What follows belongs to an exercise in optimizing a design on an open flow for small area; a production flow would make more cautious choices.
The RTL was checked by simulation tests, not by an equivalence proof against the original design.
Power figures rest on the tool's default switching activity, not on a simulated workload.

==> trial 67 <==
==> flow/design.v <==
package cpu_pkg;
    localparam int REG_ZERO = 0;
    localparam int REG_RA   = 31;
    localparam int CPU_DW   = 32;
    localparam int CPU_AW   = 5;
    localparam int MAX_NR   = 4;
    function automatic bit rf_params_ok(int depth, int aw, int nr);
        rf_params_ok = (nr >= 1) && (nr <= MAX_NR) && (aw >= 1) && (aw < 31) && (depth == (1 << aw));
    endfunction
endpackage
module regfile_scoreboard
#(
    parameter int DEPTH    = 32,
    parameter int AW       = cpu_pkg::CPU_AW,
    parameter bit ZERO_REG = 1'b1
)(
    input  logic             clk,
    input  logic             rst_n,
    input  logic [DEPTH-1:0] wr_dec_i,
    input  logic             issue_en_i,
    input  logic [AW-1:0]    issue_addr_i,
    input  logic             flush_i,
    output logic [DEPTH-1:0] pend_o,
    output logic             sb_empty_o
);
    logic [DEPTH-1:0] pend_q;
    logic [DEPTH-1:0] pend_d;
    always_comb begin
        pend_d = pend_q;
        for (int i = 0; i < DEPTH; i++) begin
            if (issue_en_i && (issue_addr_i == AW'(i)) && !(ZERO_REG && (i == cpu_pkg::REG_ZERO))) begin
                pend_d[i] = 1'b1;
            end else if (flush_i) begin
                pend_d[i] = 1'b0;
            end else if (wr_dec_i[i]) begin
                pend_d[i] = 1'b0;
            end
        end
    end
    always_ff @(posedge clk or negedge rst_n) begin
        if (!rst_n) begin
            pend_q <= '0;
        end else begin
            pend_q <= pend_d;
        end
    end
    assign pend_o     = pend_q;
    assign sb_empty_o = ~|pend_q;
endmodule
module regfile_sb
#(
    parameter int DW       = cpu_pkg::CPU_DW,
    parameter int DEPTH    = 32,
    parameter int AW       = cpu_pkg::CPU_AW,
    parameter int NR       = 2,
    parameter bit ZERO_REG = 1'b1,
    parameter bit BYPASS   = 1'b1
)(
    input  logic             clk,
    input  logic             rst_n,
    input  logic             wr_en,
    input  logic [AW-1:0]    wr_addr,
    input  logic [DW-1:0]    wr_data,
    input  logic             issue_en,
    input  logic [AW-1:0]    issue_addr,
    input  logic             flush,
    input  logic [NR*AW-1:0] rd_addr,
    output logic [NR*DW-1:0] rd_data,
    output logic [NR-1:0]    rd_pending,
    output logic             sb_empty
);
    generate
        if (!cpu_pkg::rf_params_ok(DEPTH, AW, NR)) begin : g_bad_params
            $error("regfile_sb: unsupported parameters DEPTH=%0d AW=%0d NR=%0d", DEPTH, AW, NR);
        end
    endgenerate
    localparam int LO = ZERO_REG ? 1 : 0;
    logic [DW-1:0]    mem_q [DEPTH];
    logic [DEPTH-1:0] vld_q;
    logic [DEPTH-1:0] we;
    logic [DEPTH-1:0] pend;
    for (genvar i = 0; i < DEPTH; i++) begin : g_row
        if (i < LO) begin : g_zero
            assign we[i]    = 1'b0;
            assign vld_q[i] = 1'b0;
            assign mem_q[i] = '0;
        end else begin : g_reg
            assign we[i] = wr_en && (wr_addr == AW'(i));
            logic          we_n;
            logic [DW-1:0] mem_d;
            assign we_n = !we[i];
            for (genvar b = 0; b < DW; b++) begin : g_bit
                regfile_hold u_hold (
                    .we_i   (we[i]),
                    .we_n_i (we_n),
                    .q_i    (mem_q[i][b]),
                    .d_i    (wr_data[b]),
                    .next_o (mem_d[b])
                );
            end
            always_ff @(posedge clk) begin
                mem_q[i] <= mem_d;
            end
            always_ff @(posedge clk or negedge rst_n) begin
                if (!rst_n) begin
                    vld_q[i] <= 1'b0;
                end else if (we[i]) begin
                    vld_q[i] <= 1'b1;
                end
            end
        end
    end
    regfile_scoreboard #(
        .DEPTH    (DEPTH),
        .AW       (AW),
        .ZERO_REG (ZERO_REG)
    ) u_sb (
        .clk          (clk),
        .rst_n        (rst_n),
        .wr_dec_i     (we),
        .issue_en_i   (issue_en),
        .issue_addr_i (issue_addr),
        .flush_i      (flush),
        .pend_o       (pend),
        .sb_empty_o   (sb_empty)
    );
    localparam int NS  = ZERO_REG ? DEPTH : DEPTH + 1;
    localparam int BYP = ZERO_REG ? 0 : DEPTH;
    for (genvar k = 0; k < NR; k++) begin : g_rd
        logic [AW-1:0]    addr;
        logic             is_zero;
        logic             hit;
        logic [NS-1:0]    sel;
        logic [DW-1:0]    data;
        assign addr    = rd_addr[k*AW +: AW];
        assign is_zero = ZERO_REG && (addr == AW'(cpu_pkg::REG_ZERO));
        assign hit     = BYPASS && wr_en && (wr_addr == addr) && !is_zero;
        always_comb begin
            for (int i = 0; i < DEPTH; i++) begin
                sel[i] = (i >= LO) && (addr == AW'(i)) && vld_q[i] && !hit;
            end
            sel[BYP] = hit;
        end
        for (genvar b = 0; b < DW; b++) begin : g_bit
            logic [NS-1:0] col;
            for (genvar i = LO; i < DEPTH; i++) begin : g_col
                assign col[i] = mem_q[i][b];
            end
            assign col[BYP] = wr_data[b];
            regfile_rd_bit #(.N(NS)) u_bit (.sel_i(sel), .d_i(col), .q_o(data[b]));
        end
        assign rd_data[k*DW +: DW] = data;
        assign rd_pending[k]       = !is_zero && pend[addr] && !hit;
    end
endmodule
module regfile_rd_bit
#(
    parameter int N = 32
)(
    input  logic [N-1:0] sel_i,
    input  logic [N-1:0] d_i,
    output logic         q_o
);
    localparam int NG = (N + 2) / 3;
    logic [NG-1:0] grp_n;
    for (genvar g = 0; g < NG; g++) begin : g_grp
        localparam int BASE = (3*g + 3 <= N) ? 3*g : N - 3;
        regfile_aoi3 u_aoi (.sel_i(sel_i[BASE +: 3]), .d_i(d_i[BASE +: 3]), .y_n_o(grp_n[g]));
    end
    assign q_o = ~&grp_n;
endmodule
module regfile_aoi3
(
    input  logic [2:0] sel_i,
    input  logic [2:0] d_i,
    output logic       y_n_o
);
    assign y_n_o = ~|(sel_i & d_i);
endmodule
module regfile_hold
(
    input  logic we_i,
    input  logic we_n_i,
    input  logic q_i,
    input  logic d_i,
    output logic next_o
);
    assign next_o = (we_i | q_i) & (we_n_i | d_i);
endmodule
==> flow/flow/run.sh <==
#!/bin/bash
# Own layout flow: the standard flow (standard.sh, with its unchanged synthesis) with
# area-minded settings for two steps of the layout:
#  - port buffers: every input and output port still gets its own buffer, a buf_1 instead of
#    the default clkdlybuf4s50_1;
#  - clock tree: clkbuf_8 buffers in clusters of at most 16 sinks within 70 um, instead of
#    clkbuf_16, and no dummy loads; the tree stays balanced (no skew is used on purpose).
# Each step's full output is in its own log in this folder (and ORFS's logs under orfs/logs).
set -euo pipefail
bash standard.sh synth > synth.log 2>&1
bash standard.sh finish \
  "BUFFER_PORTS_ARGS=-inputs -outputs -buffer_cell sky130_fd_sc_hd__buf_1" \
  "CTS_ARGS=-sink_clustering_enable -repair_clock_nets -dont_use_dummy_load -buf_list {sky130_fd_sc_hd__clkbuf_8} -sink_clustering_size 16 -sink_clustering_max_diameter 70" \
  > layout.log 2>&1
==> flow/standard.sh <==
#!/bin/bash
# synth_recipe.tcl (not shown) runs the flow's synth.tcl, then flattens the netlist and writes it again
# the make line also repeats each setting of config.mk as NAME=value (left out here)
make -C /OpenROAD-flow-scripts/flow DESIGN_CONFIG=/design/flow/config.mk WORK_HOME=/design/flow/orfs CLKGATE_MAP_FILE= SYNTH_SCRIPT=/design/flow/synth_recipe.tcl "${@:-finish}"
==> flow/config.mk <==
export PLATFORM = sky130hd
export DESIGN_NAME = regfile_sb
export DESIGN_NICKNAME = regfile_sb
export VERILOG_FILES = /design/flow/design.v
export SDC_FILE = /design/flow/constraint.sdc
export NUM_CORES = 4
export LEC_CHECK = 0
export CAP_MARGIN = 20
export CORE_MARGIN = 2
export CORE_UTILIZATION = 40
export SLEW_MARGIN = 20
export SYNTH_HIERARCHICAL = 1
export SYNTH_MINIMUM_KEEP_SIZE = 0
==> flow/constraint.sdc <==
create_clock -name core_clock -period 8.0 [get_ports {clk}]
set_input_delay 1.6000 -clock core_clock [delete_from_list [all_inputs] [get_ports {clk}]]
set_output_delay 1.6000 -clock core_clock [all_outputs]
set_load 0.01 [all_outputs]
==> trial 59 (differences from trial 67) <==
--- a/flow/design.v
+++ b/flow/design.v
@@ -87,18 +87,8 @@
         end else begin : g_reg
             assign we[i] = wr_en && (wr_addr == AW'(i));
-            logic          we_n;
-            logic [DW-1:0] mem_d;
-            assign we_n = !we[i];
-            for (genvar b = 0; b < DW; b++) begin : g_bit
-                regfile_hold u_hold (
-                    .we_i   (we[i]),
-                    .we_n_i (we_n),
-                    .q_i    (mem_q[i][b]),
-                    .d_i    (wr_data[b]),
-                    .next_o (mem_d[b])
-                );
-            end
             always_ff @(posedge clk) begin
-                mem_q[i] <= mem_d;
+                if (we[i]) begin
+                    mem_q[i] <= wr_data;
+                end
             end
             always_ff @(posedge clk or negedge rst_n) begin
@@ -162,11 +152,11 @@
     output logic         q_o
 );
-    localparam int NG = (N + 2) / 3;
-    logic [NG-1:0] grp_n;
-    for (genvar g = 0; g < NG; g++) begin : g_grp
-        localparam int BASE = (3*g + 3 <= N) ? 3*g : N - 3;
-        regfile_aoi3 u_aoi (.sel_i(sel_i[BASE +: 3]), .d_i(d_i[BASE +: 3]), .y_n_o(grp_n[g]));
+    localparam int NG3 = N / 3;
+    localparam int REM = N % 3;
+    logic [NG3-1:0] grp_n;
+    for (genvar g = 0; g < NG3; g++) begin : g_grp
+        regfile_aoi3 u_aoi (.sel_i(sel_i[3*g +: 3]), .d_i(d_i[3*g +: 3]), .y_n_o(grp_n[g]));
     end
-    assign q_o = ~&grp_n;
+    assign q_o = ~&grp_n | |(sel_i[N-1:3*NG3] & d_i[N-1:3*NG3]);
 endmodule
 module regfile_aoi3
@@ -178,12 +168,2 @@
     assign y_n_o = ~|(sel_i & d_i);
 endmodule
-module regfile_hold
-(
-    input  logic we_i,
-    input  logic we_n_i,
-    input  logic q_i,
-    input  logic d_i,
-    output logic next_o
-);
-    assign next_o = (we_i | q_i) & (we_n_i | d_i);
-endmodule
==> flow/flow/run.sh (replaced) <==
#!/bin/bash
# Own layout flow: the standard flow (standard.sh, with its unchanged synthesis) with
# area-minded settings for three steps of the layout:
#  - port buffers: every input and output port still gets its own buffer, a buf_1 instead of
#    the default clkdlybuf4s50_1;
#  - clock tree: clkbuf_8 buffers in clusters of at most 12 sinks within 60 um, instead of
#    clkbuf_16, and no dummy loads; the tree stays balanced (no skew is used on purpose);
#  - after global routing, cells on paths with slack are sized down (RECOVER_POWER).
# Each step's full output is in its own log in this folder (and ORFS's logs under orfs/logs).
set -euo pipefail
bash standard.sh synth > synth.log 2>&1
bash standard.sh finish \
  "BUFFER_PORTS_ARGS=-inputs -outputs -buffer_cell sky130_fd_sc_hd__buf_1" \
  "CTS_ARGS=-sink_clustering_enable -repair_clock_nets -dont_use_dummy_load -buf_list {sky130_fd_sc_hd__clkbuf_8} -sink_clustering_size 12 -sink_clustering_max_diameter 60" \
  "RECOVER_POWER=100" \
  > layout.log 2>&1
CAP_MARGIN = 40   (was 20)
SLEW_MARGIN = 40   (was 20)
==> build 65 (differences from trial 67) <==
--- a/flow/design.v
+++ b/flow/design.v
@@ -17,5 +17,6 @@
     input  logic             clk,
     input  logic             rst_n,
-    input  logic [DEPTH-1:0] wr_dec_i,
+    input  logic             wr_en_i,
+    input  logic [AW-1:0]    wr_addr_i,
     input  logic             issue_en_i,
     input  logic [AW-1:0]    issue_addr_i,
@@ -33,5 +34,5 @@
             end else if (flush_i) begin
                 pend_d[i] = 1'b0;
-            end else if (wr_dec_i[i]) begin
+            end else if (wr_en_i && (wr_addr_i == AW'(i))) begin
                 pend_d[i] = 1'b0;
             end
@@ -87,18 +88,8 @@
         end else begin : g_reg
             assign we[i] = wr_en && (wr_addr == AW'(i));
-            logic          we_n;
-            logic [DW-1:0] mem_d;
-            assign we_n = !we[i];
-            for (genvar b = 0; b < DW; b++) begin : g_bit
-                regfile_hold u_hold (
-                    .we_i   (we[i]),
-                    .we_n_i (we_n),
-                    .q_i    (mem_q[i][b]),
-                    .d_i    (wr_data[b]),
-                    .next_o (mem_d[b])
-                );
-            end
             always_ff @(posedge clk) begin
-                mem_q[i] <= mem_d;
+                if (we[i]) begin
+                    mem_q[i] <= wr_data;
+                end
             end
             always_ff @(posedge clk or negedge rst_n) begin
@@ -118,5 +109,6 @@
         .clk          (clk),
         .rst_n        (rst_n),
-        .wr_dec_i     (we),
+        .wr_en_i      (wr_en),
+        .wr_addr_i    (wr_addr),
         .issue_en_i   (issue_en),
         .issue_addr_i (issue_addr),
@@ -128,9 +120,9 @@
     localparam int BYP = ZERO_REG ? 0 : DEPTH;
     for (genvar k = 0; k < NR; k++) begin : g_rd
-        logic [AW-1:0]    addr;
-        logic             is_zero;
-        logic             hit;
-        logic [NS-1:0]    sel;
-        logic [DW-1:0]    data;
+        logic [AW-1:0] addr;
+        logic          is_zero;
+        logic          hit;
+        logic [NS-1:0] sel;
+        logic [DW-1:0] data;
         assign addr    = rd_addr[k*AW +: AW];
         assign is_zero = ZERO_REG && (addr == AW'(cpu_pkg::REG_ZERO));
@@ -162,11 +154,11 @@
     output logic         q_o
 );
-    localparam int NG = (N + 2) / 3;
-    logic [NG-1:0] grp_n;
-    for (genvar g = 0; g < NG; g++) begin : g_grp
-        localparam int BASE = (3*g + 3 <= N) ? 3*g : N - 3;
-        regfile_aoi3 u_aoi (.sel_i(sel_i[BASE +: 3]), .d_i(d_i[BASE +: 3]), .y_n_o(grp_n[g]));
+    localparam int NG3 = N / 3;
+    localparam int REM = N % 3;
+    logic [NG3-1:0] grp_n;
+    for (genvar g = 0; g < NG3; g++) begin : g_grp
+        regfile_aoi3 u_aoi (.sel_i(sel_i[3*g +: 3]), .d_i(d_i[3*g +: 3]), .y_n_o(grp_n[g]));
     end
-    assign q_o = ~&grp_n;
+    assign q_o = ~&grp_n | |(sel_i[N-1:3*NG3] & d_i[N-1:3*NG3]);
 endmodule
 module regfile_aoi3
@@ -178,12 +170,2 @@
     assign y_n_o = ~|(sel_i & d_i);
 endmodule
-module regfile_hold
-(
-    input  logic we_i,
-    input  logic we_n_i,
-    input  logic q_i,
-    input  logic d_i,
-    output logic next_o
-);
-    assign next_o = (we_i | q_i) & (we_n_i | d_i);
-endmodule
==> flow/run.sh (new file) <==
#!/bin/bash
# synth_recipe.tcl (not shown) runs the flow's synth.tcl, then flattens the netlist and writes it again
# the make line also repeats each setting of config.mk as NAME=value (left out here)
make -C /OpenROAD-flow-scripts/flow DESIGN_CONFIG=/design/flow/config.mk WORK_HOME=/design/flow/orfs CLKGATE_MAP_FILE= SYNTH_SCRIPT=/design/flow/synth_recipe.tcl finish
CAP_MARGIN = 40   (was 20)
CTS_BUF_LIST = sky130_fd_sc_hd__clkbuf_4 sky130_fd_sc_hd__clkbuf_8   (was default)
SLEW_MARGIN = 40   (was 20)
removed: flow/flow/run.sh
removed: flow/standard.sh
==> qor.txt <==
Status -> finished clean
Multi-input gate area -> 11700 sq um
Vias in the first global route -> 31600
Hold_sp -> vld_q[22]
Worst setup margin -> 0.528 ns
Design area -> 50400 sq um
Reg-to-Reg End -> u_sb.pend_q[28]
Worst Tran Pin Value -> 0.901 ns
Cell family with most CP delay -> buffers and inverters
Combinational share of power -> 8.0%
Met3 Use GR -> 8.34%
(the above is from build 65)
==> qor.txt <==
Status -> finished with violations
Fail Reasons -> capacitance limit, slew limit
Reg-to-Reg End -> vld_q[8]
# IOs -> 124
Slew Limit Fails -> 1576
Setup crit start kind -> primary input
Psw -> 2.38 mW
Cell Rows -> 120
Vias in the first global route -> 31500
Crit path DAT -> 5.89 ns
Max-Cap Viols -> 47
Hold_sp -> vld_q[16]
Worst Tran Pin Value -> 3.63 ns
Cell family with most CP delay -> simple AND/OR/NAND/NOR gates
Combinational share of power -> 7.9%
Multi-input gate area -> 11300 sq um
Design area -> 47000 sq um
Crit path largest cell delay -> 0.69 ns
(the above is from trial 59)
==> qor.txt <==
Global-route wire length before repair -> 271 mm
Clock root cell -> clkbuf_8
Met3 Use GR -> 8.40%
# IOs -> 124
Status -> finished clean
Cell family with most CP delay -> simple AND/OR/NAND/NOR gates
Worst Tran Pin Value -> 1.23 ns
Gr ovfl total -> 0
Multi-input gate area -> 19800 sq um
Reg-to-Reg End -> vld_q[30]
Combinational share of power -> 18.0%
Vias in the first global route -> 37800
Design area -> 45600 sq um
(the above is from trial 67)

## static timing again, ports no longer ideal
Ports are ideal in the flow. The routed layouts listed here were re-timed in OpenROAD. Step 1: set_driving_cell puts a clkbuf_16 on clk and a buf_2 on each other input, an assumption about the parent block. Step 2 adds t to the input delays and takes it off the output delays; t is the mean of the earliest and latest rising clock arrival at the registers after step 1. Input paths then give back, and output paths get back, about the clock's delay inside the block. Three values: ideal ports, drivers, drivers and shift; two values: the first two.
| run | t (ns) | slack for setup (ns) | worst slew at a driven data input, ns | pins driven straight from the clock port |
|---|---|---|---|---|
| trial 67 | 0.783 | 0.677 / 0.651 / 0.651 | 0.09 | 1 |
| trial 59 | 0.795 | 0.514 / 0.488 / 0.488 | 0.04 | 1 |
| build 65 | 0.913 | 0.528 / 0.500 / 0.500 | 0.06 | 1 |
For build 65, which loses most, drivers alone change the setup slack by -0.028 ns; drivers and shift together by -0.028 ns.
